What follows belongs to an exercise in optimizing a design on an open flow for small area, a short achievable clock period and few clock cycles per item; a production flow would make more cautious choices. At most, simulation tests tie the RTL to the original design; equivalence was not proved. No activity file was given, so power comes from the tool's default toggle rates. No driver is modelled on the clock port, so clocking that relies on it looks cheaper here than on a real chip.

## run 1
// mining_job_tag_result_matcher_core
module mining_job_tag_result_matcher_core #(
  parameter int JOB_SLOTS = 128
) (
  input  logic                              clk,
  input  logic                              rst,
  input  logic                              in_valid,
  output logic                              in_ready,
  input  logic                              action,
  input  logic [31:0]                       job_version,
  input  logic                              nonce_resp,
  input  logic [31:0]                       frame_word,
  input  logic [7:0]                        frame_addr_byte,
  input  logic [7:0]                        frame_tag_byte,
  input  logic [15:0]                       frame_version,
  output logic                              out_valid,
  input  logic                              out_ready,
  output logic [mjtm_pkg::STATUS_W-1:0]     status,
  output logic [mjtm_pkg::TAG_W-1:0]        tag,
  output logic [mjtm_pkg::CHIP_W-1:0]       chip_index,
  output logic [mjtm_pkg::KIND_W-1:0]       register_kind,
  output logic [31:0]                       data_word,
  output logic [31:0]                       full_version,
  input  logic                              psel,
  input  logic                              penable,
  input  logic                              pwrite,
  input  logic [mjtm_pkg::PADDR_W-1:0]      paddr,
  input  logic [31:0]                       pwdata,
  output logic [31:0]                       prdata,
  output logic                              pready
);
For scale: ~2500 cells after synthesis, roughly 830 flip-flops, roughly 260 I/O pins, ~35000 sq um of cells after synthesis.
export LEC_CHECK = 0
export ABC_CLOCK_PERIOD_IN_PS = 1200
export CAP_MARGIN = 20
export CORE_MARGIN = 2
export CORE_UTILIZATION = 65
export CTS_CLUSTER_DIAMETER = 100
export CTS_CLUSTER_SIZE = 30
export SETUP_SLACK_MARGIN = 1.95
export SLEW_MARGIN = 20
export TNS_END_PERCENT = 20
create_clock -name core_clock -period 4.0 [get_ports {clk}]
standard.sh (not shown) runs the stock make flow with config.mk's settings and CLKGATE_MAP_FILE= SYNTH_SCRIPT=/design/flow/synth_recipe.tcl, a recipe that flattens the netlist after the stock synthesis.
==> flow/flow/run.sh <==
#!/bin/bash
# Standard synthesis, then the standard layout with port buffers of
# sky130_fd_sc_hd__buf_2 and no dummy loads in the clock tree.
set -euo pipefail
bash standard.sh synth > synth.log 2>&1
bash standard.sh \
  "BUFFER_PORTS_ARGS=-buffer_cell sky130_fd_sc_hd__buf_2" \
  "CTS_ARGS=-sink_clustering_enable -repair_clock_nets -dont_use_dummy_load -sink_clustering_size 30 -sink_clustering_max_diameter 100" \
  finish > layout.log 2>&1
Testbench counts of run 1, summed over its fixed seeds: cycles 3,224, items 3,200.
Input changes introduced in run 2 (baseline for comparison: run 1):
- a deleted ABC_CLOCK_PERIOD_IN_PS that had been 1200
- Run 2 went all the way through the flow, and no timing, DRC or antenna check failed.
- Sequential share of layout area came out exactly the same in run 2 and run 1.
- Comparing run 2 against run 1, there is no change at all in number of storage elements in the synthesis netlist.
- [compare] base=run 1 new=run 2: maximum fanout encountered on the critical timing path held; max-cap violation count held.
- Re register area share after synthesis: no difference whatsoever between run 2 and run 1.
- Diff run 1 -> run 2: area growth from synthesis to final layout saw little to no change, setup slack after layout saw little to no change, number of clock buffer instances in the layout saw little to no change.
## Diff of input files: run 3 against run 2
- an added ABC_CLOCK_PERIOD_IN_PS of 2000
Results
Comparing run 2 against run 3, there is no change at all in count of placed standard cells in the final layout, fillers left out. Run 3: no failed stages, no open violations at the end. From run 3 to run 2, count of cell instances traversed by the critical path did not move at all. Switching power of the nets came out exactly the same in run 3 and run 2. Met3 routing resource usage after global routing came out exactly the same in run 3 and run 2. Run 2 -> run 3: fraction of area in non-clock buffers delta 0, exact match. Between run 3 and run 2, the post-synthesis mux area share figures differ only marginally.
Modified inputs, run 4 compared to run 3
- TNS_END_PERCENT now 100, was 20
Notes after the runs:
- Cmp run 4 vs run 3: period utilization higher in run 4
- Against run 3, total power of the final layout in run 4 came out better.
- Comparing run 3 and run 4, the higher worst hold slack is on run 3.
- Re non-clock buffer total of the final layout: run 4 is 17 up on run 3.
- Final routed wire length divided by cell count in run 4 is 0.34 um higher than in run 3
- Taking run 3 as the reference, in run 4 worst setup skew after layout now smaller, count of placed standard cells in the final layout, fillers left out now larger, area overhead of the layout relative to synthesis now larger, global-route wire length before repair now larger, total vias in the final route now larger.

* * *

## before
Another version of the RTL of mining_job_tag_result_matcher_core (not shown whole).
Size: about 2300 cells after synthesis, roughly 750 flip-flops, ~0.032 mm^2 of cells after synthesis.
==> flow/config.mk <==
export PLATFORM = sky130hd
export DESIGN_NAME = mining_job_tag_result_matcher_core
export DESIGN_NICKNAME = mining_job_tag_result_matcher_core
export VERILOG_FILES = /design/flow/design.v
export SDC_FILE = /design/flow/constraint.sdc
export NUM_CORES = 4
export LEC_CHECK = 0
export ABC_CLOCK_PERIOD_IN_PS = 2000
export CAP_MARGIN = 20
export CORE_MARGIN = 2
export CORE_UTILIZATION = 65
export SETUP_SLACK_MARGIN = 1.9
export SLEW_MARGIN = 20
export TNS_END_PERCENT = 5
==> flow/constraint.sdc <==
create_clock -name core_clock -period 4.0 [get_ports {clk}]
set_input_delay 0.8000 -clock core_clock [delete_from_list [all_inputs] [get_ports {clk}]]
set_output_delay 0.8000 -clock core_clock [all_outputs]
set_load 0.01 [all_outputs]
run.sh (not shown) runs the stock make flow with config.mk's settings and CLKGATE_MAP_FILE= SYNTH_SCRIPT=/design/flow/synth_recipe.tcl, a recipe that flattens the netlist after the stock synthesis.
Stock flow here: none of the scripts above is used.
## Diff of input files: after against before
- TNS_END_PERCENT removed (was 5)
- SETUP_SLACK_MARGIN removed (was 1.9)
## What came out
Net switching fraction of the power sits lower in after than in before.
Against before, after comes in 3.3 points higher on sequential share of layout area.
Summary: with before as the reference, final cell area excluding filler cells in after moved down by a few percent.
after: power after layout is 1.7% lower than what before reported.
Compared to before, after has total routing usage reported by global routing 3.7 points lower.
Diff before..after | CTS buffer count | unchanged
Function was not checked in any run of this note: the RTL went through the layout flow alone.

==> re-timing with driven ports <==
The results above use ideal ports. As a check the final layouts listed here were re-extracted and re-timed, cells and wires unchanged.
Step 1: set_driving_cell puts a clkbuf_16 on clk and a buf_2 on each other input, an assumption about the parent block.
Step 2 times the ports against the registers' clock, not the clock port: input delays grow and output delays shrink by t, the midpoint of the rising clock arrivals with the driver on.
a / b / c = ideal / step 1 / step 2; a / b = the first two.
| run | t, ns | slack for setup (ns) | latest minus earliest clock arrival (ns) | slew at the worst register clock pin (ns) | pins driven straight from the clock port |
|---|---|---|---|---|---|
| run 1 | 0.626 | 1.842 / 1.838 / 1.265 | 0.078 / 0.078 | 0.12 / 0.12 | 1 |
| run 2 | 0.626 | 1.842 / 1.838 / 1.265 | 0.078 / 0.078 | 0.12 / 0.12 | 1 |
| run 3 | 0.626 | 1.842 / 1.838 / 1.265 | 0.078 / 0.078 | 0.12 / 0.12 | 1 |
| run 4 | 0.685 | 1.731 / 1.731 / 1.330 | 0.044 / 0.044 | 0.12 / 0.12 | 1 |
| before | 0.690 | 1.441 / 1.441 / 1.009 | 0.034 / 0.034 | 0.07 / 0.07 | 1 |
| after | 0.661 | 0.690 / 0.631 / 0.259 | 0.026 / 0.027 | 0.06 / 0.06 | 1 |
After both steps every run listed still meets setup and hold.
